Source: an optimization exercise on an open RTL-to-GDS flow (aim: small area). Production flows keep margins and buffers that such runs may drop.
Where RTL was checked, it was by simulation tests only, not by an equivalence proof against the original.
For runs 1 and 2, only the layout was checked, not whether the RTL still works.
Power is estimated from default activity; no workload was simulated.

==> design.v <==
package idct_mem_pkg;
    localparam int WORD_W = 16;
    localparam int LANES = 2;
    localparam int SIZE_W = 5;
    typedef enum logic {IDLE, SERVE} host_state_t;
    function automatic logic [WORD_W-1:0] size_to_mask(input logic [SIZE_W-1:0] size);
        size_to_mask = size[SIZE_W-1] ? {WORD_W{1'b1}} : ((16'd1 << size[3:0]) - 16'd1);
    endfunction
endpackage
import idct_mem_pkg::*;
module idct_ram_lane #(
    parameter int DEPTH = 64,
    localparam int AW = $clog2(DEPTH)
) (
    input  logic              oe,
    input  logic              we,
    input  logic [31:0]       addr,
    input  logic [SIZE_W-1:0] size,
    output logic [AW-1:0]     idx,
    output logic [WORD_W-1:0] mask,
    output logic              active,
    output logic              wr_en,
    output logic              rd_en,
    output logic              err_evt
);
    logic in_range;
    assign in_range = addr[31:AW+1] == '0;
    assign idx = addr[AW:1];
    assign active = oe | we;
    assign mask = size[SIZE_W-1] ? {WORD_W{1'b1}} : ((16'd1 << size[3:0]) - 16'd1);
    assign wr_en = we & ~oe & in_range;
    assign rd_en = oe & ~we & in_range;
    assign err_evt = (oe & we) | (active & ~in_range);
endmodule
module idct_ram_bit_next (
    input  logic e,
    input  logic r1n,
    input  logic r0,
    input  logic q,
    input  logic b,
    input  logic an,
    output logic d
);
    assign d = ~((r0 & an) | ~((e | q) & (r1n | b)));
endmodule
module idct_ram_aoi3 (
    input  logic [2:0] sel,
    input  logic [2:0] bits,
    output logic       y_n
);
    assign y_n = ~|(sel & bits);
endmodule
module idct_ram_read_bit #(
    parameter int N = 64
) (
    input  logic [N-1:0] sel,
    input  logic [N-1:0] bits,
    output logic         y
);
    localparam int G = N / 3;
    localparam int R = N - 3 * G;
    logic [G-1:0] grp_n;
    for (genvar g = 0; g < G; g++) begin : g_grp
        idct_ram_aoi3 u_aoi (.sel(sel[3*g +: 3]), .bits(bits[3*g +: 3]), .y_n(grp_n[g]));
    end
    if (R == 0) begin : g_even
        assign y = ~&grp_n;
    end else begin : g_rest
        assign y = ~&{grp_n, ~(sel[N-1:3*G] & bits[N-1:3*G])};
    end
endmodule
import idct_mem_pkg::*;
module idct_dual_ram_responder #(
    parameter int DEPTH = 64,
    parameter int WORD_W = 16,
    parameter int READ_LATENCY = 1
) (
    input  logic                clock,
    input  logic                reset,
    input  logic [1:0]          Mout_oe_ram,
    input  logic [1:0]          Mout_we_ram,
    input  logic [63:0]         Mout_addr_ram,
    input  logic [2*WORD_W-1:0] Mout_Wdata_ram,
    input  logic [9:0]          Mout_data_ram_size,
    output logic [2*WORD_W-1:0] M_Rdata_ram,
    output logic [1:0]          M_DataRdy,
    input  logic                host_req,
    input  logic                host_we,
    input  logic [5:0]          host_addr,
    input  logic [WORD_W-1:0]   host_wdata,
    output logic [WORD_W-1:0]   host_rdata,
    output logic                host_ack,
    output logic                err
);
    localparam int AW = $clog2(DEPTH);
    logic [AW-1:0]     idx0, idx1;
    logic [WORD_W-1:0] mask0, mask1;
    logic act0, act1, wen0, wen1, ren0, ren1, eev0, eev1;
    idct_ram_lane #(.DEPTH(DEPTH)) u_lane0 (
        .oe(Mout_oe_ram[0]), .we(Mout_we_ram[0]), .addr(Mout_addr_ram[31:0]),
        .size(Mout_data_ram_size[4:0]), .idx(idx0), .mask(mask0), .active(act0),
        .wr_en(wen0), .rd_en(ren0), .err_evt(eev0));
    idct_ram_lane #(.DEPTH(DEPTH)) u_lane1 (
        .oe(Mout_oe_ram[1]), .we(Mout_we_ram[1]), .addr(Mout_addr_ram[63:32]),
        .size(Mout_data_ram_size[9:5]), .idx(idx1), .mask(mask1), .active(act1),
        .wr_en(wen1), .rd_en(ren1), .err_evt(eev1));
    logic host_fire, host_wr, host_rd;
    assign host_fire = host_req & ~host_ack & ~act0 & ~act1;
    assign host_wr = host_fire & host_we;
    assign host_rd = host_fire & ~host_we;
    logic [AW-1:0] idxa;
    assign idxa = act0 ? idx0 : host_addr;
    logic wena;
    assign wena = (wen0 & ~(wen1 & (idx0 == idx1))) | host_wr;
    logic [DEPTH-1:0] rsa, rsb;    
    logic [DEPTH-1:0] e_w, r1n_w, r0_w;   
    for (genvar w = 0; w < DEPTH; w++) begin : g_row
        assign rsa[w] = idxa == w;
        assign rsb[w] = idx1 == w;
        assign r1n_w[w] = ~(wen1 & rsb[w]);
        assign r0_w[w] = wena & rsa[w];
        assign e_w[w] = ~r1n_w[w] | r0_w[w];
    end
    logic [WORD_W-1:0] mem [DEPTH];
    logic [WORD_W-1:0] rda, rdb;
    for (genvar b = 0; b < WORD_W; b++) begin : g_rd
        logic [DEPTH-1:0] colbits;
        for (genvar w = 0; w < DEPTH; w++) begin : g_c
            assign colbits[w] = mem[w][b];
        end
        idct_ram_read_bit #(.N(DEPTH)) u_rda (.sel(rsa), .bits(colbits), .y(rda[b]));
        idct_ram_read_bit #(.N(DEPTH)) u_rdb (.sel(rsb), .bits(colbits), .y(rdb[b]));
    end
    logic [WORD_W-1:0] colb, cola_n;
    assign colb = (Mout_Wdata_ram[2*WORD_W-1:WORD_W] & mask1) | (rdb & ~mask1);
    assign cola_n = ~(host_wr ? host_wdata : ((Mout_Wdata_ram[WORD_W-1:0] & mask0) | (rda & ~mask0)));
    for (genvar w = 0; w < DEPTH; w++) begin : g_word
        logic [WORD_W-1:0] d;
        for (genvar b = 0; b < WORD_W; b++) begin : g_bit
            idct_ram_bit_next u_next (
                .e(e_w[w]), .r1n(r1n_w[w]), .r0(r0_w[w]), .q(mem[w][b]),
                .b(colb[b]), .an(cola_n[b]), .d(d[b]));
        end
        always_ff @(posedge clock) mem[w] <= d;
    end
    logic [WORD_W-1:0] rqa, rqb;
    logic va_q, vh_q, rdy0_q, rdy1_q, ack_q, err_q;
    logic [WORD_W-1:0] keepa;
    assign keepa = (mask0 & {WORD_W{ren0}}) | {WORD_W{host_rd}};
    always_ff @(posedge clock) begin
        rqa <= rda & keepa;
        rqb <= rdb & mask1 & {WORD_W{ren1 & ~reset}};
        if (reset) begin
            va_q <= 1'b0;
            vh_q <= 1'b0;
            rdy0_q <= 1'b0;
            rdy1_q <= 1'b0;
            ack_q <= 1'b0;
            err_q <= 1'b0;
        end else begin
            va_q <= ren0;
            vh_q <= host_rd;
            rdy0_q <= act0;
            rdy1_q <= act1;
            ack_q <= host_fire;
            err_q <= err_q | eev0 | eev1;
        end
    end
    assign M_Rdata_ram = {rqb, rqa & {WORD_W{va_q}}};
    assign host_rdata = rqa & {WORD_W{vh_q}};
    assign M_DataRdy = {rdy1_q, rdy0_q};
    assign host_ack = ack_q;
    assign err = err_q;
endmodule
==> run.sh <==
#!/bin/bash
# synth_recipe.tcl (not shown) runs the flow's synth.tcl, then flattens the netlist and writes it again
# the make line also repeats each setting of config.mk as NAME=value (left out here)
make -C /OpenROAD-flow-scripts/flow DESIGN_CONFIG=/design/flow/config.mk WORK_HOME=/design/flow/orfs CLKGATE_MAP_FILE= SYNTH_SCRIPT=/design/flow/synth_recipe.tcl finish
==> config.mk <==
export PLATFORM = sky130hd
export DESIGN_NAME = idct_dual_ram_responder
export DESIGN_NICKNAME = idct_dual_ram_responder
export VERILOG_FILES = /design/flow/design.v
export SDC_FILE = /design/flow/constraint.sdc
export NUM_CORES = 4
export LEC_CHECK = 0
export CAP_MARGIN = 20
export CORE_MARGIN = 2
export CORE_UTILIZATION = 40
export PLACE_DENSITY = 0.55
export SLEW_MARGIN = 20
export SYNTH_HIERARCHICAL = 1
==> constraint.sdc <==
create_clock -name core_clock -period 6.0 [get_ports {clock}]
set_input_delay 1.2000 -clock core_clock [delete_from_list [all_inputs] [get_ports {clock}]]
set_output_delay 1.2000 -clock core_clock [all_outputs]
set_load 0.01 [all_outputs]
==> reports/qor.csv, run 1 <==
stage,metric,value,unit
status,status,timing/DRC/antenna clean,
clock_network,CTS tree,yes,
setup_path,CP startpoint,Mout_we_ram[0],
setup_path,"most used cell, CP",nand2_1,
route,drt first pass iters,15,
yosys,Seq cells post-synth,1062,
layout,FILL cells,10500,
setup_path,WP depth,16,
setup_path,worst r2r src,mem[3][2]$_DFF_P_,
placed_design,DP Worst Slack,-0.0427,ns
global_route,global-route wire length before repair,372,mm
layout,Layout area overhead,32.1,%
clock_network,hold_buf cts,0,
sta,fmax,182,MHz
setup_path,WS Path Type,input pin to flip-flop,
setup_path,CP Launch Type,input pin,
die,io pins,188,
yosys,ys async rst share,0,%
yosys,Synthesis Warnings,9,
setup_path,Worst Reg-to-Reg Cells,9,
layout,post-route cell area,0.0604,mm²
clock_network,Num CTS Buffers,120,
yosys,"Net Count, Synth",5016,
sta,Tmin final,5.49,ns
sta,Clock Skews,0.0440,ns
sta,final setup margin,0.513,ns
placed_design,post-detailed-placement half-perimeter wirelength,180,mm
clock_network,CTS H-tree lvls,3,
yosys,Post-Synthesis Cell Area,0.0457,mm²
setup_path,"Largest delay share family, worst path",simple AND/OR/NAND/NOR gates,
pwr,Power Total,16.6,mW
yosys,post-synthesis mux area share,0.789,%
sta,TNS Setup,0,ns
layout,Multi-input gate area,0.0248,mm²
die,CORE AREA,0.113,mm²
setup_path,worst-path cell chain,clkdlybuf4s50_1 > or2_2 > buf_4 > o32ai_2 > nand2_1 > nor2_1 > a222oi_1 > buf_4 > nand4_1 > nor4_1 > nand2_1 > mux2i_1 > nand2_1 > o21ai_4 > buf_12 > a21oi_1,
flow_run,number of max-cap violations,0,
placed_design,Placer Congestion,1.03,
sta,post-route clock period utilization,91.4,%
layout,Reg area,0.0213,mm²
clock_network,clk buf depth,3,
hold_path,HP Class,flip-flop to flip-flop,
sta,Slew Limit Headroom,17.9,%
global_route,initial antenna violation count,16,
yosys,biggest area consumer among synthesized cells,dfxtp_1,
route,Routed Antenna Nets,0,
yosys,Compound-Gate Fraction of Synth Area,42.9,%
hold_path,worst hold start,err_q$_SDFF_PP0_,
placed_design,IO Port Bufs,185,
layout,layout cells sized above 1,18.2,%
yosys,Syn Area/Cell,9.37,µm²
setup_path,critical path capture point type,flip-flop,
setup_path,WP data arrival,6.15,ns
yosys,Cells after Synth,4878,
global_route,largest net degree at the start of global routing,37,
placed_design,cell area after placement,0.0560,mm²
pwr,Max VDD drop,235,µV
sta,Hold Slack,0.480,ns
setup_path,worst r2r dst,mem[1][2]$_DFF_P_,
yosys,Commonest cells post-synth,"1062 x dfxtp_1, 1026 x a21oi_1, 1024 x o22ai_1",
route,wire per inst,36.0,µm
setup_path,Worst Path Required,6.66,ns
die,Rows,123,
sta,final hold vios,0,
pwr,static leakage,22.3,nW
setup_path,worst reg2reg setup slack,2.69,ns
setup_path,worst-path maximum fanout,30,
setup_path,"Slowest-stage cell, CP",nor2_1,
clock_network,clock latency (worst-skew pair),0.76,ns
global_route,grt ovf,0,
setup_path,Crit path buffers/inverters,4,
yosys,Post-Synth Adder-Cell Area,0.104,%
route,vias per cell,7.60,
yosys,Synth area leaders,"dfxtp_1 47%, a222oi_1 15%, o22ai_1 14%",
setup_path,CP endpoint,mem[49][5]$_DFF_P_,
clock_network,Sink Count,1062,
clock_network,# Post-CTS Setup Buffers,0,
global_route,all-layer global routing usage,43.1,%
clock_network,"CTS clk-pin slew, worst paths",0.06,ns
layout,Final Net Count,5908,
yosys,dominant synthesized flop cell,dfxtp_1,
global_route,vias in the first global route,50800,
yosys,Synth Area in Simple Gates,8.29,%
sta,final setup violation count,0,
clock_network,Root Driver,clkbuf_16,
die,Starting Density,40.4,%
yosys,Synth Area in XOR/XNOR,0.153,%
route,drt total wl,266,mm
pwr,PwrDens,275,mW/mm²
route,Remaining DRCs,0,
yosys,share of the synthesized area in the top cell type,46.5,%
yosys,largest family of logic cells by synthesized area,compound AO/OA/AOI/OAI gates,
sta,fin. max-slew vios,0,
yosys,post-synthesis sequential area ratio,46.5,%
die,Die ar.,0.117,mm²
yosys,synth unique cells,55,
route,Iter 0 DRT Violations,12400,
die,die width,342,µm
clock_network,count of cells resized by post-cts repair,0,
die,Die Ht,342,µm
sta,RSZ-0062 raised after global routing,false,
yosys,"count leader, synth",dfxtp_1,
route,via count,56100,
sta,Tightest Pin Transition,1.23,ns
yosys,number of synthesized flops with an enable pin,0,
setup_path,"slowest stage delay, CP",0.99,ns
==> worst min-delay path by stage <==
stage	slack, ns	to	cells after the start
6_report	0.48	err_q$_SDFF_PP0_	2
5_1_grt	0.52	err_q$_SDFF_PP0_	2
4_1_cts	0.48	err_q$_SDFF_PP0_	2
3_5_place_dp	0.47	err_q$_SDFF_PP0_	2
3_3_place_gp	0.46	err_q$_SDFF_PP0_	2
2_1_floorplan	0.51	err_q$_SDFF_PP0_	2
==> worst min-delay path, stage by stage, from the launching register on <==
cell	delay, ns
dfxtp_1	0.33
nor3_1	0.05
nor2_1	0.07
==> sequential cells by signal, indices dropped and copies added (netlist names) <==
register  count
rdy1_q        1
rqa          16
ack_q         1
va_q          1
rdy0_q        1
vh_q          1
rqb          16
err_q         1
mem        1024
==> Yosys stat by module (local to each module, per instance), a selection <==
module,times used,flip-flops and latches
idct_dual_ram_responder,1,1062
idct_ram_aoi3,672,0
idct_ram_bit_next,1024,0
==> cell families (layout without fill, tap and decap cells) <==
kind of cell / count (synthesis) / in the layout
AO/OA/AOI/OAI: 2897 / 2897
AND/OR/NAND/NOR: 758 / 758
multiplexers: 34 / 34
other: 0 / 4
XOR/XNOR: 8 / 8
flip-flops: 1062 / 1062
buffers and inverters: 115 / 1109
adder cells (fa/ha/maj): 4 / 4
==> power by group <==
group,internal [mW],switching [mW]
Combinational,0.432,0.935
Sequential,7.17,0.0911
Clock,4.77,3.22
Total,12.4,4.25
==> cell type report <==
cell class,count,share of cell area (%)
antenna,4,0.0166
clock buffer,166,5.78
clock inverter,58,1.25
inverter,13,0.0808
multi-input combinational,3701,41.1
sequential,1062,35.2
tap,1500,3.11
timing repair buffer,872,13.5
==> placed cells by master, fill, tap and decap left out, types with 38 or more instances in the layout <==
cell and count:
nor2_1 142, a222oi_1 672, dfxtp_1 1062, o22ai_1 1024
nor4_1 38, buf_4 597, o31ai_2 47, nand3_1 46
a21oi_1 1026, clkbuf_16 123, clkdlybuf4s50_1 185, nand4_1 129
nand2_1 201, buf_12 90
==> layer usage <==
metal	track usage, %	routed length, µm	up-vias
met5	0	116	-
met4	28.5	21000	18
met3	12.3	36400	936
met2	63.5	111000	4653
met1	54.9	97200	27200
li1	-	-	23300
==> stage by stage <==
stage / instances / utilization (%)
4_1_cts: 7370 / 53.3
2_1_floorplan: 4878 / -
3_5_place_dp: 7146 / 49.6
5_1_grt: 7372 / 53.4
6_report: 7376 / 53.4
3_3_place_gp: 7143 / 49.5
==> run 2, diff against run 1 <==
==> flow/run.sh (new file) <==
#!/bin/bash
cp standard.sh standard_sh.log
export BUFFER_PORTS_ARGS="-buffer_cell sky130_fd_sc_hd__buf_1"
export CTS_ARGS="-sink_clustering_enable -repair_clock_nets -dont_use_dummy_load -buf_list sky130_fd_sc_hd__clkbuf_8 -sink_clustering_size 16 -sink_clustering_max_diameter 60"
bash standard.sh > standard.log 2>&1
==> standard.sh (new file) <==
#!/bin/bash
# synth_recipe.tcl (not shown) runs the flow's synth.tcl, then flattens the netlist and writes it again
# the make line also repeats each setting of config.mk as NAME=value (left out here)
make -C /OpenROAD-flow-scripts/flow DESIGN_CONFIG=/design/flow/config.mk WORK_HOME=/design/flow/orfs CLKGATE_MAP_FILE= SYNTH_SCRIPT=/design/flow/synth_recipe.tcl "${@:-finish}"
--- a/config.mk
+++ b/config.mk
@@ -10,2 +10,3 @@
 export CORE_UTILIZATION = 40
+export GPL_TIMING_DRIVEN = 0
 export PLACE_DENSITY = 0.55
removed: run.sh
==> reports/qor.csv, run 2 <==
stage,metric,value,unit,change
flow_run,number of max-cap violations,0,,unchanged
yosys,share of the synthesized area in the top cell type,46.5,%,unchanged
hold_path,worst hold start,err_q$_SDFF_PP0_,,
sta,fmax,160,MHz,-12%
pwr,sequential share of power,56.7,%,+13 points
sta,final hold vios,0,,unchanged
global_route,grt ovf,0,,unchanged
hold_path,hold path cells,2,,unchanged
yosys,number of synthesized flops with an enable pin,0,,unchanged
yosys,ys async rst share,0,%,unchanged
setup_path,"slowest stage delay, CP",0.96,ns,-0.03 ns
route,Remaining DRCs,0,,unchanged
yosys,biggest area consumer among synthesized cells,dfxtp_1,,
setup_path,worst-path maximum fanout,20,,-33%
global_route,all-layer global routing usage,43.0,%,-0.14 points
layout,non-filler instance count after layout,6859,,-7.0%
layout,Final Net Count,5493,,-7.0%
placed_design,post-detailed-placement half-perimeter wirelength,185,mm,+2.5%
layout,max FFs per register,1024,,unchanged
hold_path,hold worst-path end,err_q$_SDFF_PP0_,,
global_route,initial antenna violation count,19,,+3
yosys,Synth area leaders,"dfxtp_1 47%, a222oi_1 15%, o22ai_1 14%",,
placed_design,Placer Congestion,1.11,,+7.9%
clock_network,CTS tree,yes,,
setup_path,worst reg2reg setup slack,1.43,ns,-1.26 ns
setup_path,Crit path buffers/inverters,5,,+1
sta,RSZ-0062 raised after global routing,false,,
global_route,global-route wire length before repair,369,mm,-0.76%
die,Die Ht,342,µm,unchanged
yosys,dominant synthesized flop cell,dfxtp_1,,
layout,"Most flops, register",mem,,
yosys,"count leader, synth",dfxtp_1,,
pwr,switching share of power,28.6,%,+3.0 points
clock_network,clock latency (worst-skew pair),0.89,ns,+0.13 ns
setup_path,"most used cell, CP",nand2_1,,
setup_path,CP Launch Type,input pin,,
layout,Regs by FF count,"mem (1024), rqa (16), rqb (16)",,
setup_path,CP startpoint,Mout_we_ram[0],,
die,Rows,123,,unchanged
global_route,vias in the first global route,49100,,-3.4%
setup_path,worst r2r dst,mem[26][3]$_DFF_P_,,
global_route,largest net degree at the start of global routing,44,,+19%
yosys,"Net Count, Synth",5016,,unchanged
die,io pins,188,,unchanged
sta,fin. max-slew vios,0,,unchanged
sta,Clock Skews,0.0939,ns,+0.0499 ns
yosys,post-synthesis sequential area ratio,46.5,%,unchanged
placed_design,DP Worst Slack,-1.72,ns,-1.68 ns
yosys,Synthesis Warnings,9,,unchanged
setup_path,worst-path cell chain,buf_1 > or2_2 > buf_4 > nand3_1 > o21ai_0 > nand2_1 > buf_4 > nor2_2 > a222oi_1 > nand4_1 > nor4_1 > nand2_1 > mux2i_1 > nand2_1 > o21ai_4 > buf_16 > buf_16 > a21oi_1,,
layout,Layout area overhead,20.1,%,
yosys,Syn Area/Cell,9.37,µm²,unchanged
route,via count,54900,,-2.2%
sta,Slew Limit Headroom,8.15,%,-9.8 points
die,die width,342,µm,unchanged
pwr,clock power share,32.6,%,-16 points
pwr,Internal,9.12,mW,-26%
yosys,Cells after Synth,4878,,unchanged
placed_design,IO Port Bufs,171,,-7.6%
yosys,synth unique cells,55,,unchanged
sta,final setup margin,-0.257,ns,-0.770 ns
clock_network,Root Driver,clkbuf_8,,
setup_path,WP data arrival,6.96,ns,+0.81 ns
sta,Tmin final,6.26,ns,+0.770 ns
route,wire per inst,38.6,µm,+7.2%
status,status,finished with violations,,
clock_network,clk buf depth,3,,unchanged
setup_path,Worst Reg-to-Reg Cells,8,,-1
sta,Tightest Pin Transition,1.37,ns,+0.141 ns
pwr,static leakage,18.6,nW,-16%
route,Routed Antenna Nets,0,,unchanged
route,drt first pass iters,14,,-1
yosys,Post-Synthesis Cell Area,0.0457,mm²,unchanged
pwr,Logic pwr share,10.7,%,+2.5 points
route,vias per cell,8.00,,+5.2%
yosys,Commonest cells post-synth,"1062 x dfxtp_1, 1026 x a21oi_1, 1024 x o22ai_1",,
layout,FILL cells,10700,,+2.0%
sta,final setup violation count,231,,+231
pwr,NetSw,3.65,mW,-14%
setup_path,"Largest delay share family, worst path",simple AND/OR/NAND/NOR gates,,
yosys,Seq cells post-synth,1062,,unchanged
clock_network,Sink Count,1062,,unchanged
setup_path,Worst Path Required,6.70,ns,+0.04 ns
die,Die ar.,0.117,mm²,unchanged
status,violated checks,setup timing,,
setup_path,critical path capture point type,flip-flop,,
layout,"most common cell after layout, fill and taps aside",dfxtp_1,,
hold_path,HP Class,flip-flop to flip-flop,,
clock_network,CTS H-tree lvls,3,,unchanged
setup_path,worst r2r src,mem[45][3]$_DFF_P_,,
setup_path,"Slowest-stage cell, CP",a222oi_1,,
die,CORE AREA,0.113,mm²,unchanged
clock_network,"CTS clk-pin slew, worst paths",0.07,ns,about the same
setup_path,WS Path Type,input pin to flip-flop,,
placed_design,post-placement cell count,6748,,-5.6%
pwr,PwrDens,233,mW/mm²,-15%
route,Iter 0 DRT Violations,13200,,+6.9%
layout,layout cells sized above 1,13.2,%,-5.0 points
pwr,Max VDD drop,163,µV,-31%
die,Starting Density,40.4,%,unchanged
layout,most frequent cells in the layout,"1062 x dfxtp_1, 1026 x a21oi_1, 1024 x o22ai_1",,
sta,post-route clock period utilization,104,%,+13 points
route,drt total wl,265,mm,-0.30%
clock_network,Num CTS Buffers,108,,-10%
-- run 2: worst min-delay path, stage by stage (launching register included) --
cell	delay (ns)
dfxtp_1	0.33
nor3_1	0.05
nor2_1	0.07
-- run 2: how the worst max path moves through the flow --
stage / endpoint / slack [ns] / cells past startpoint
floorplan: mem[0][0]$_DFF_P_ / 0.19 / 6
global placement: mem[1][14]$_DFF_P_ / -5.99 / 7
detailed placement: mem[19][14]$_DFF_P_ / -1.72 / 19
CTS: mem[39][6]$_DFF_P_ / 0.03 / 18
global route: mem[13][3]$_DFF_P_ / 0.006 / 18
finish: mem[13][3]$_DFF_P_ / -0.26 / 18
-- run 2: what timing repair did --
| item | in CTS | in global routing |
|---|---|---|
| setup endpoints to repair | 854 | 587 |
| pin swaps | 0 | 9 |
| hold buffers | 0 | 0 |
| resized for setup | 18 | 35 |
| setup buffers | 0 | 0 |
-- run 2: power by group through the flow --
stage          combinational (mW)  sequential [mW]  clock, mW
3_5_place_dp                 1.28             7.41          0
5_1_grt                      1.36             7.26       4.44
3_3_place_gp                 1.00             7.41          0
6_report                     1.36             7.25       4.16
2_1_floorplan               0.505             7.38          0
4_1_cts                      1.28             7.25       4.16
-- run 2: kinds of logic after synthesis --
kind of cell | count (synthesis) | synth area share (%)
buffers and inverters | 115 | 1.27
AOI/OAI and AO/OA | 2897 | 42.9
and+or+nand+nor | 758 | 8.29
adders and majority gates | 4 | 0.104
muxes | 34 | 0.789
xor gates and xnor gates | 8 | 0.153
DFF | 1062 | 46.5
-- run 2: per-module statistics from Yosys (local to each module, per instance), excerpt --
module                   area (µm²)  copies in the design  cells  flip-flops and latches
idct_ram_bit_next              11.3                  1024      2                       0
idct_ram_aoi3                  10.0                   672      1                       0
idct_dual_ram_responder       24900                     1   1726                    1062
-- run 2: area by class of cell --
cell class	instances	area [µm²]	area share, %
Antenna cell	6	15.0	0.0274
Buffer	97	579	1.06
Clock buffer	108	1490	2.71
Inverter	13	48.8	0.0889
Multi-Input combinational cell	3701	25700	46.9
Sequential cell	1062	21300	38.7
Tap cell	1500	1880	3.42
Timing Repair Buffer	372	3880	7.07
-- run 2: layer usage --
metal | track usage [%] | up-vias | wire length [µm]
met1 | 54.8 | 26500 | 95800
met4 | 26.1 | 32 | 20500
met3 | 15.6 | 1023 | 40900
met2 | 61.4 | 5056 | 107000
li1 | - | 22300 | -
met5 | 1.96 | - | 487
-- run 2: metrics by stage --
step / power, mW / instance area, µm² / hold WS [ns] / setup TNS [ns] / utilization (%)
final: 12.8 / 54900 / 0.483 / -16.91 / 48.6
after global routing: 13.1 / 54900 / 0.511 / 0 / 48.6
after CTS: 12.7 / 54700 / 0.486 / 0 / 48.4
after detailed placement: 8.68 / 53100 / 0.473 / -1111.30 / 47.0
after global placement: 8.41 / 48200 / 0.473 / -5666.84 / 42.7
after floorplan: 7.89 / 45700 / 0.510 / 0 / -
==> run 3, diff against run 2 <==
--- a/design.v
+++ b/design.v
@@ -36,10 +36,41 @@
     input  logic e,
-    input  logic r1n,
-    input  logic r0,
+    input  logic r1,
+    input  logic r0n,
     input  logic q,
+    input  logic b_n,
+    input  logic a,
+    output logic d
+);
+    assign d = ~((r1 & b_n) | ~((e | q) & (r0n | a)));
+endmodule
+module idct_ram_row_ctl (
+    input  logic hia_n,
+    input  logic loa_n,
+    input  logic hiaw,
+    input  logic loa,
+    input  logic hib_n,
+    input  logic lob_n,
+    input  logic hibw_n,
+    input  logic hibw,
+    input  logic lob,
+    output logic rsa,
+    output logic rsb,
+    output logic r1,
+    output logic r0n,
+    output logic e
+);
+    logic r1n;
+    assign rsa = ~(hia_n | loa_n);
+    assign rsb = ~(hib_n | lob_n);
+    assign r1 = ~(hibw_n | lob_n);
+    assign r1n = ~(hibw & lob);
+    assign r0n = ~(hiaw & loa);
+    idct_ram_nand2 u_e (.a(r1n), .b(r0n), .y(e));
+endmodule
+module idct_ram_nand2 (
+    input  logic a,
     input  logic b,
-    input  logic an,
-    output logic d
-);
-    assign d = ~((r0 & an) | ~((e | q) & (r1n | b)));
+    output logic y
+);
+    assign y = ~(a & b);
 endmodule
@@ -114,10 +145,17 @@
     assign wena = (wen0 & ~(wen1 & (idx0 == idx1))) | host_wr;
+    logic [7:0] hia, loa, hib, lob;
+    for (genvar i = 0; i < 8; i++) begin : g_pre
+        assign hia[i] = idxa[5:3] == i;
+        assign loa[i] = idxa[2:0] == i;
+        assign hib[i] = idx1[5:3] == i;
+        assign lob[i] = idx1[2:0] == i;
+    end
     logic [DEPTH-1:0] rsa, rsb;    
-    logic [DEPTH-1:0] e_w, r1n_w, r0_w;   
+    logic [DEPTH-1:0] r1_w, r0n_w, e_w;
     for (genvar w = 0; w < DEPTH; w++) begin : g_row
-        assign rsa[w] = idxa == w;
-        assign rsb[w] = idx1 == w;
-        assign r1n_w[w] = ~(wen1 & rsb[w]);
-        assign r0_w[w] = wena & rsa[w];
-        assign e_w[w] = ~r1n_w[w] | r0_w[w];
+        idct_ram_row_ctl u_row (
+            .hia_n(~hia[w/8]), .loa_n(~loa[w%8]), .hiaw(hia[w/8] & wena), .loa(loa[w%8]),
+            .hib_n(~hib[w/8]), .lob_n(~lob[w%8]), .hibw_n(~(hib[w/8] & wen1)),
+            .hibw(hib[w/8] & wen1), .lob(lob[w%8]),
+            .rsa(rsa[w]), .rsb(rsb[w]), .r1(r1_w[w]), .r0n(r0n_w[w]), .e(e_w[w]));
     end
@@ -133,5 +171,5 @@
     end
-    logic [WORD_W-1:0] colb, cola_n;
-    assign colb = (Mout_Wdata_ram[2*WORD_W-1:WORD_W] & mask1) | (rdb & ~mask1);
-    assign cola_n = ~(host_wr ? host_wdata : ((Mout_Wdata_ram[WORD_W-1:0] & mask0) | (rda & ~mask0)));
+    logic [WORD_W-1:0] colb_n, cola;
+    assign colb_n = ~((Mout_Wdata_ram[2*WORD_W-1:WORD_W] & mask1) | (rdb & ~mask1));
+    assign cola = host_wr ? host_wdata : ((Mout_Wdata_ram[WORD_W-1:0] & mask0) | (rda & ~mask0));
     for (genvar w = 0; w < DEPTH; w++) begin : g_word
@@ -140,4 +178,4 @@
             idct_ram_bit_next u_next (
-                .e(e_w[w]), .r1n(r1n_w[w]), .r0(r0_w[w]), .q(mem[w][b]),
-                .b(colb[b]), .an(cola_n[b]), .d(d[b]));
+                .e(e_w[w]), .r1(r1_w[w]), .r0n(r0n_w[w]), .q(mem[w][b]),
+                .b_n(colb_n[b]), .a(cola[b]), .d(d[b]));
         end
--- a/config.mk
+++ b/config.mk
@@ -9,5 +9,5 @@
 export CORE_MARGIN = 2
-export CORE_UTILIZATION = 40
+export CORE_UTILIZATION = 35
 export GPL_TIMING_DRIVEN = 0
-export PLACE_DENSITY = 0.55
+export PLACE_DENSITY = 0.45
 export SLEW_MARGIN = 20
==> reports/qor.csv, run 3 <==
stage,metric,value,unit,change
sta,Clock Skews,0.108,ns,+0.0138 ns
yosys,Seq cells post-synth,1062,,unchanged
yosys,synth unique cells,57,,+3.6%
placed_design,IO Port Bufs,170,,-0.58%
yosys,Synth area leaders,"dfxtp_1 47%, a222oi_1 15%, o22ai_1 14%",,
die,CORE AREA,0.129,mm²,+14%
clock_network,Root Driver,clkbuf_8,,
placed_design,DP Worst Slack,-2.15,ns,-0.427 ns
setup_path,Crit path buffers/inverters,4,,-1
yosys,Commonest cells post-synth,"1062 x dfxtp_1, 1026 x a21oi_1, 1025 x o22ai_1",,
placed_design,post-placement cell count,6919,,+2.5%
pwr,sequential share of power,55.7,%,-1.0 points
global_route,initial antenna violation count,8,,-11
route,drt first pass iters,14,,unchanged
status,status,finished with violations,,
layout,"Most flops, register",mem,,
yosys,Cells after Synth,4877,,-0.021%
clock_network,clk buf depth,3,,unchanged
sta,final setup margin,-0.174,ns,+0.0826 ns
hold_path,HP Class,flip-flop to flip-flop,,
die,Die Ht,364,µm,+6.5%
layout,most frequent cells in the layout,"1062 x dfxtp_1, 1026 x a21oi_1, 1025 x o22ai_1",,
global_route,grt ovf,0,,unchanged
route,via count,53200,,-3.0%
global_route,global-route wire length before repair,380,mm,+2.8%
clock_network,"CTS clk-pin slew, worst paths",0.10,ns,+0.03 ns
layout,non-filler instance count after layout,7060,,+2.9%
clock_network,clock latency (worst-skew pair),0.91,ns,+0.02 ns
yosys,post-synthesis sequential area ratio,46.8,%,+0.25 points
placed_design,post-detailed-placement half-perimeter wirelength,187,mm,+1.5%
route,Routed Antenna Nets,0,,unchanged
pwr,Logic pwr share,10.6,%,about the same
die,io pins,188,,unchanged
sta,post-route clock period utilization,103,%,-1.4 points
global_route,all-layer global routing usage,39.7,%,-3.3 points
sta,fmax,162,MHz,+1.3%
global_route,vias in the first global route,48000,,-2.2%
layout,max FFs per register,1024,,unchanged
pwr,Power Total,13.0,mW,+2.0%
sta,Tmin final,6.17,ns,-0.0826 ns
pwr,NetSw,3.75,mW,+2.6%
layout,final core occ,41.8,%,-6.8 points
placed_design,Placer Congestion,1.02,,-8.7%
yosys,Synthesis Warnings,9,,unchanged
die,Starting Density,35.2,%,-5.3 points
pwr,clock power share,33.7,%,+1.1 points
setup_path,critical path capture point type,flip-flop,,
sta,final setup violation count,138,,-40%
sta,fin. max-slew vios,0,,unchanged
setup_path,worst-path cell chain,buf_4 > clkbuf_1 > nor2b_1 > nand2_1 > nor2_2 > a222oi_1 > nand4_1 > nor4_2 > nand2_1 > mux2i_4 > buf_16 > buf_16 > a21oi_1,,
layout,Layout area overhead,18.8,%,
route,wire per inst,39.1,µm,+1.2%
yosys,number of synthesized flops with an enable pin,0,,unchanged
setup_path,WS Path Type,input pin to flip-flop,,
layout,"most common cell after layout, fill and taps aside",dfxtp_1,,
yosys,share of the synthesized area in the top cell type,46.8,%,+0.25 points
setup_path,Worst Path Required,6.66,ns,-0.04 ns
sta,Slew Limit Headroom,18.7,%,+11 points
layout,Regs by FF count,"mem (1024), rqa (16), rqb (16)",,
setup_path,CP Launch Type,input pin,,
route,Remaining DRCs,0,,unchanged
yosys,"count leader, synth",dfxtp_1,,
yosys,Syn Area/Cell,9.32,µm²,-0.52%
route,Iter 0 DRT Violations,10100,,-23%
yosys,dominant synthesized flop cell,dfxtp_1,,
setup_path,"Largest delay share family, worst path",simple AND/OR/NAND/NOR gates,,
setup_path,worst-path maximum fanout,16,,-20%
die,die width,364,µm,+6.5%
setup_path,"Slowest-stage cell, CP",nor4_2,,
clock_network,CTS tree,yes,,
yosys,Post-Synthesis Cell Area,0.0454,mm²,-0.54%
pwr,static leakage,18.6,nW,-0.38%
status,violated checks,setup timing,,
route,vias per cell,7.54,,-5.7%
clock_network,CTS H-tree lvls,3,,unchanged
global_route,largest net degree at the start of global routing,65,,+48%
route,drt total wl,276,mm,+4.1%
die,Rows,132,,+7.3%
clock_network,Sink Count,1062,,unchanged
layout,Final Net Count,5450,,-0.78%
yosys,ys async rst share,0,%,unchanged
clock_network,Num CTS Buffers,118,,+9.3%
setup_path,worst reg2reg setup slack,0.99,ns,-0.44 ns
sta,RSZ-0062 raised after global routing,false,,
flow_run,number of max-cap violations,0,,unchanged
yosys,"Net Count, Synth",5015,,-0.020%
sta,Tightest Pin Transition,1.22,ns,-0.152 ns
setup_path,WP data arrival,6.84,ns,-0.12 ns
pwr,PwrDens,241,mW/mm²,+3.7%
layout,layout cells sized above 1,11.6,%,-1.6 points
pwr,Internal,9.28,mW,+1.8%
setup_path,"slowest stage delay, CP",0.94,ns,-0.02 ns
pwr,Max VDD drop,155,µV,-5.2%
yosys,biggest area consumer among synthesized cells,dfxtp_1,,
sta,final hold vios,0,,unchanged
die,Die ar.,0.133,mm²,+14%
pwr,switching share of power,28.8,%,+0.16 points
## run 3: modules after synthesis, one instance, submodules excluded, excerpt
| module | area [µm²] | copies in the design | flip-flops and latches |
|---|---|---|---|
| idct_ram_row_ctl | 18.8 | 64 | 0 |
| idct_dual_ram_responder | 23200 | 1 | 1062 |
| idct_ram_nand2 | 3.75 | 64 | 0 |
| idct_ram_bit_next | 11.3 | 1024 | 0 |
| idct_ram_aoi3 | 10.0 | 672 | 0 |
## run 3: area by class of cell
| cell class | instances | area, µm² |
|---|---|---|
| Inverter | 21 | 78.8 |
| Timing Repair Buffer | 315 | 3250 |
| Antenna cell | 8 | 20.0 |
| Buffer | 44 | 234 |
| Multi-Input combinational cell | 3750 | 25300 |
| Tap cell | 1742 | 2180 |
| Clock buffer | 118 | 1620 |
| Sequential cell | 1062 | 21300 |
| Fill cell | 13000 | 75200 |
## run 3: worst register-to-register path, delay by kind of cell (launching register included)
| family | cells | cell delay, ns |
|---|---|---|
| compound gates | 4 | 1.71 |
| simple gates | 3 | 2.86 |
| flops | 1 | 0.36 |
## run 3: power groups by stage
stage / logic (mW) / registers (mW) / clock network (mW)
4_1_cts: 1.27 / 7.26 / 4.45
3_5_place_dp: 1.26 / 7.42 / 0
5_1_grt: 1.38 / 7.28 / 4.70
6_report: 1.38 / 7.27 / 4.39
3_3_place_gp: 1.03 / 7.42 / 0
2_1_floorplan: 0.492 / 7.39 / 0
## run 3: cell families (layout without fill, tap and decap cells)
kind of cell | after synthesis | after routing | share of synthesized area, %
AO/OA/AOI/OAI | 2829 | 2829 | 41.9
buffers and inverters | 65 | 498 | 0.686
adder cells (fa/ha/maj) | 4 | 4 | 0.105
XOR/XNOR | 8 | 8 | 0.154
AND/OR/NAND/NOR | 855 | 855 | 9.01
multiplexers | 54 | 54 | 1.37
other | 0 | 8 | 0
flip-flops | 1062 | 1062 | 46.8
## run 3: worst paths after layout
kind                     startpoint                   to  cells past startpoint
hold / removal     err_q$_SDFF_PP0_     err_q$_SDFF_PP0_                      2
hold reg to reg    err_q$_SDFF_PP0_     err_q$_SDFF_PP0_                      2
setup reg to reg   ack_q$_SDFF_PP0_   mem[39][7]$_DFF_P_                      7
setup / recovery  Mout_addr_ram[38]  mem[37][15]$_DFF_P_                     13
## run 3: through the flow
step / setup TNS, ns / area (µm²) / hold slack (ns)
3_3_place_gp: -6972.85 / 48300 / 0.465
2_1_floorplan: 0 / 45400 / 0.510
6_report: -9.56 / 54000 / 0.487
5_1_grt: 0 / 54000 / 0.546
3_5_place_dp: -1889.32 / 51600 / 0.466
4_1_cts: -22.84 / 53500 / 0.490
## run 3: metal layers
| layer | track usage (%) | vias up | share of wire [%] | wire, µm |
|---|---|---|---|---|
| met5 | 0 | - | 0.014 | 38 |
| met1 | 53.4 | 26200 | 40 | 110000 |
| met2 | 54.3 | 4276 | 39 | 108000 |
| li1 | - | 22100 | - | - |
| met3 | 14.4 | 612 | 14 | 39100 |
| met4 | 22.3 | 6 | 6.7 | 18600 |
## run 3: timing repair
action                                  4_1_cts  5_1_grt
gates resized for setup                      47       29
endpoints found under the setup margin     1027     1009
hold buffers                                  0        0
buffers inserted                              0       12
pin swaps                                     3       28
==> run 4, diff against run 3 <==
--- a/design.v
+++ b/design.v
@@ -91,4 +91,3 @@
     localparam int G = N / 3;
-    localparam int R = N - 3 * G;
-    logic [G-1:0] grp_n;
+    logic [23:0] grp_n;
     for (genvar g = 0; g < G; g++) begin : g_grp
@@ -96,7 +95,34 @@
     end
-    if (R == 0) begin : g_even
-        assign y = ~&grp_n;
-    end else begin : g_rest
-        assign y = ~&{grp_n, ~(sel[N-1:3*G] & bits[N-1:3*G])};
-    end
+    for (genvar g = G; g < 24; g++) begin : g_pad
+        if (3 * g < N) begin : g_last
+            idct_ram_nand u_nand (.a({sel[N-1:3*g], bits[N-1:3*g]}), .y(grp_n[g]));
+        end else begin : g_one
+            assign grp_n[g] = 1'b1;
+        end
+    end
+    logic [5:0] any6;
+    for (genvar i = 0; i < 5; i++) begin : g_l1
+        idct_ram_nand #(.W(4)) u_n4 (.a(grp_n[4*i +: 4]), .y(any6[i]));
+    end
+    idct_ram_nand #(.W(2)) u_n2 (.a(grp_n[21:20]), .y(any6[5]));
+    logic [2:0] none2;
+    for (genvar i = 0; i < 3; i++) begin : g_l2
+        idct_ram_nor2 u_nor (.a(any6[2*i]), .b(any6[2*i+1]), .y(none2[i]));
+    end
+    idct_ram_nand #(.W(3)) u_out (.a(none2), .y(y));
+endmodule
+module idct_ram_nand #(
+    parameter int W = 2
+) (
+    input  logic [W-1:0] a,
+    output logic         y
+);
+    assign y = ~&a;
+endmodule
+module idct_ram_nor2 (
+    input  logic a,
+    input  logic b,
+    output logic y
+);
+    assign y = ~(a | b);
 endmodule
@@ -173,3 +199,6 @@
     assign colb_n = ~((Mout_Wdata_ram[2*WORD_W-1:WORD_W] & mask1) | (rdb & ~mask1));
-    assign cola = host_wr ? host_wdata : ((Mout_Wdata_ram[WORD_W-1:0] & mask0) | (rda & ~mask0));
+    logic [WORD_W-1:0] da, ma;
+    assign da = host_wr ? host_wdata : Mout_Wdata_ram[WORD_W-1:0];
+    assign ma = mask0 | {WORD_W{host_wr}};
+    assign cola = (da & ma) | (rda & ~ma);
     for (genvar w = 0; w < DEPTH; w++) begin : g_word
--- a/config.mk
+++ b/config.mk
@@ -12,2 +12,3 @@
 export PLACE_DENSITY = 0.45
+export SETUP_SLACK_MARGIN = 0.5
 export SLEW_MARGIN = 20
==> reports/qor.csv, run 4 <==
stage,metric,value,unit,change
layout,"Most flops, register",mem,,
clock_network,clock latency (worst-skew pair),0.90,ns,about the same
yosys,Syn Area/Cell,9.22,µm²,-1.0%
die,Starting Density,35.2,%,+0.046 points
layout,Layout area overhead,20.5,%,
yosys,Cells after Synth,4940,,+1.3%
route,Iter 0 DRT Violations,11700,,+15%
sta,Hold Slack,0.479,ns,-0.00839 ns
setup_path,Crit path buffers/inverters,3,,-1
clock_network,Sink Count,1062,,unchanged
setup_path,"Largest delay share family, worst path",simple AND/OR/NAND/NOR gates,,
yosys,number of synthesized flops with an enable pin,0,,unchanged
global_route,global-route wire length before repair,388,mm,+2.2%
placed_design,post-placement cell count,7007,,+1.3%
yosys,synth unique cells,56,,-1.8%
setup_path,CP Launch Type,input pin,,
sta,fin. max-slew vios,0,,unchanged
yosys,dominant synthesized flop cell,dfxtp_1,,
setup_path,WP data arrival,6.48,ns,-0.36 ns
yosys,post-synthesis sequential area ratio,46.7,%,-0.12 points
setup_path,worst-path cell chain,buf_1 > or2_2 > clkbuf_4 > buf_4 > a32o_1 > nand2_8 > nor2_2 > a222oi_1 > nand4_1 > nor2_1 > nand3_1 > mux2_4 > mux2_8 > o22ai_1 > a21oi_1,,
pwr,Max VDD drop,172,µV,+11%
yosys,"count leader, synth",dfxtp_1,,
sta,final setup violation count,0,,-100%
die,Die ar.,0.133,mm²,+0.26%
route,Routed Antenna Nets,0,,unchanged
route,via count,55100,,+3.5%
route,wire per inst,41.0,µm,+4.9%
global_route,largest net degree at the start of global routing,65,,unchanged
sta,Tmin final,5.78,ns,-0.397 ns
clock_network,Root Driver,clkbuf_8,,
yosys,biggest area consumer among synthesized cells,dfxtp_1,,
sta,fmax,173,MHz,+6.9%
sta,RSZ-0062 raised after global routing,true,,
hold_path,HP Class,flip-flop to flip-flop,,
sta,Slew Limit Headroom,14.4,%,-4.2 points
global_route,initial antenna violation count,25,,+17
global_route,vias in the first global route,48500,,+1.0%
setup_path,WS Path Type,input pin to flip-flop,,
route,drt total wl,294,mm,+6.7%
sta,final hold vios,0,,unchanged
die,Rows,132,,unchanged
yosys,Synthesis Warnings,9,,unchanged
yosys,Synth area leaders,"dfxtp_1 47%, a222oi_1 15%, o22ai_1 14%",,
setup_path,worst-path maximum fanout,32,,+16
yosys,ys async rst share,0,%,unchanged
yosys,"Net Count, Synth",5078,,+1.3%
setup_path,critical path capture point type,flip-flop,,
yosys,Seq cells post-synth,1062,,unchanged
global_route,grt ovf,0,,unchanged
pwr,static leakage,18.8,nW,+1.4%
clock_network,"CTS clk-pin slew, worst paths",0.08,ns,-0.02 ns
die,die width,365,µm,+0.13%
flow_run,number of max-cap violations,0,,unchanged
yosys,Post-Synthesis Cell Area,0.0456,mm²,+0.26%
clock_network,CTS tree,yes,,
sta,Tightest Pin Transition,1.28,ns,+0.0679 ns
clock_network,clk buf depth,3,,unchanged
layout,Regs by FF count,"mem (1024), rqa (16), rqb (16)",,
layout,most frequent cells in the layout,"1062 x dfxtp_1, 1026 x a21oi_1, 1024 x o22ai_1",,
die,io pins,188,,unchanged
setup_path,Worst Path Required,6.70,ns,+0.04 ns
layout,max FFs per register,1024,,unchanged
layout,non-filler instance count after layout,7182,,+1.7%
setup_path,"Slowest-stage cell, CP",a222oi_1,,
layout,layout cells sized above 1,12.9,%,+1.4 points
placed_design,IO Port Bufs,170,,unchanged
die,Die Ht,365,µm,+0.13%
sta,Clock Skews,0.0717,ns,-0.0360 ns
global_route,all-layer global routing usage,40.8,%,+1.1 points
route,drt first pass iters,14,,unchanged
layout,"most common cell after layout, fill and taps aside",dfxtp_1,,
placed_design,Placer Congestion,1.01,,-0.60%
layout,Final Net Count,5572,,+2.2%
pwr,PwrDens,240,mW/mm²,-0.73%
die,CORE AREA,0.129,mm²,+0.13%
setup_path,"slowest stage delay, CP",0.89,ns,-0.05 ns
route,Remaining DRCs,0,,unchanged
yosys,share of the synthesized area in the top cell type,46.7,%,-0.12 points
clock_network,Num CTS Buffers,115,,-2.5%
status,status,timing/DRC/antenna clean,,
route,vias per cell,7.67,,+1.7%
yosys,Commonest cells post-synth,"1062 x dfxtp_1, 1026 x a21oi_1, 1025 x o22ai_1",,
sta,post-route clock period utilization,96.3,%,-6.6 points
placed_design,post-detailed-placement half-perimeter wirelength,190,mm,+1.2%
clock_network,CTS H-tree lvls,3,,unchanged
==> run 4: changes by cell type in the layout (fill, tap and decap cells not counted), sizes merged <==
| cell | before | now |
|---|---|---|
| buf | 336 | 387 |
| nand3b | 5 | 6 |
| nand2 | 298 | 297 |
| nor4 | 42 | 10 |
| a211oi | 32 | 0 |
| mux2 | 34 | 44 |
| clkbuf | 141 | 139 |
| or2 | 9 | 8 |
| nand4 | 131 | 163 |
| nor2 | 223 | 319 |
==> run 4: metrics by stage <==
step	TNS, ns	total power [mW]	instance area [µm²]	setup slack (ns)	utilization, %
final	0	13.2	54900	0.223	42.5
after global routing	0	13.4	54900	0.475	42.4
after detailed placement	-1688.41	8.70	52100	-1.93	40.3
after global placement	-6584.91	8.46	48400	-7.00	37.4
after CTS	0	13.0	54000	0.432	41.7
after floorplan	0	7.89	45600	0.504	-
==> run 4: layout make-up <==
| class | instances | area (µm²) |
|---|---|---|
| Inverter | 21 | 78.8 |
| Antenna cell | 8 | 20.0 |
| Timing Repair Buffer | 367 | 3860 |
| Buffer | 44 | 245 |
| Sequential cell | 1062 | 21300 |
| Tap cell | 1742 | 2180 |
| Multi-Input combinational cell | 3823 | 25700 |
| Fill cell | 12800 | 74400 |
| Clock buffer | 115 | 1580 |
==> run 4: cell families (layout without fill, tap and decap cells) <==
kind of cell,count (synthesis),count (layout),synth area share (%)
buffers and inverters,65,547,0.684
other,0,8,0
XOR/XNOR,8,8,0.154
multiplexers,54,64,1.36
adder cells (fa/ha/maj),4,4,0.104
AND/OR/NAND/NOR,950,950,9.77
AO/OA/AOI/OAI,2797,2797,41.3
flip-flops,1062,1062,46.7
==> run 4: worst register-to-register path, delay by kind of cell, from the launching register on <==
| family | cells | cell delay (ns) |
|---|---|---|
| compound gates | 3 | 1.28 |
| flops | 1 | 0.33 |
| mux | 2 | 0.91 |
| simple gates | 3 | 1.50 |
==> run 4: report_power, final <==
group | internal [mW] | switching, mW | leakage (nW)
Sequential | 7.17 | 0.0988 | 8.57
Clock | 1.69 | 2.70 | 0.827
Combinational | 0.429 | 1.07 | 9.43
==> run 4: routing by layer <==
layer / wire length, µm / vias up / global-route usage, %
met5: 302 / - / 0.581
li1: - / 22400 / -
met3: 48300 / 869 / 17.0
met4: 19300 / 24 / 20.2
met2: 114000 / 4862 / 56.0
met1: 113000 / 27000 / 54.3
==> run 4: what timing repair did <==
action | CTS | global route
endpoints found under the setup margin | 1040 | 1023
setup buffers | 3 | 39
gates resized for setup | 71 | 81
gates cloned | 0 | 10
pin swaps | 12 | 41
hold buffers | 0 | 0
==> run 4: worst paths after layout <==
check	from	end	slack, ns	cells after the start
worst min-delay path	err_q$_SDFF_PP0_	err_q$_SDFF_PP0_	0.48	2
worst max-delay path	Mout_we_ram[0]	mem[34][8]$_DFF_P_	0.22	15
worst min register to register	err_q$_SDFF_PP0_	err_q$_SDFF_PP0_	0.48	2
worst max register to register	mem[15][8]$_DFF_P_	mem[34][8]$_DFF_P_	1.82	8
==> run 4: modules after synthesis (local to each module, per instance), excerpt <==
module	flip-flops and latches	times used	cells
idct_dual_ram_responder	1062	1	1340
idct_ram_aoi3	0	672	1
idct_ram_bit_next	0	1024	2
idct_ram_nand	0	32	1
idct_ram_nand2	0	64	1
idct_ram_nor2	0	96	1
idct_ram_row_ctl	0	64	5

-- static timing again, ports no longer ideal --
The flow's constraints put no driver on any port. The routed layouts listed below were extracted and timed again, unchanged, in two steps. Step 1, drivers: a clkbuf_16 drives clock and a buf_2 each remaining input, both assumed. Step 2, shift: input delay + t, output delay - t, t = (earliest + latest rising clock arrival at the registers) / 2. This alone moves slack from input paths to output paths. a / b / c = no drivers / after step 1 / after step 2; a / b = the first two.
| run | shift t [ns] | setup WS [ns] | worst setup path at the end | worst data-port slew with drivers (ns) |
|---|---|---|---|---|
| run 1 | 0.819 | 0.513 / 0.563 / -0.255 | input to register | 0.16 |
| run 2 | 0.924 | -0.257 / -0.207 / -1.131 | input to register | 0.22 |
| run 3 | 0.942 | -0.174 / -0.124 / -1.065 | input to register | 0.09 |
| run 4 | 0.944 | 0.223 / 0.280 / -0.664 | input to register | 0.13 |
With both steps, setup timing fails in run 1 and run 4, where it was met with ideal ports. The setup slack of run 3, which loses most, moves by +0.050 ns with the drivers and by -0.891 ns with both steps.
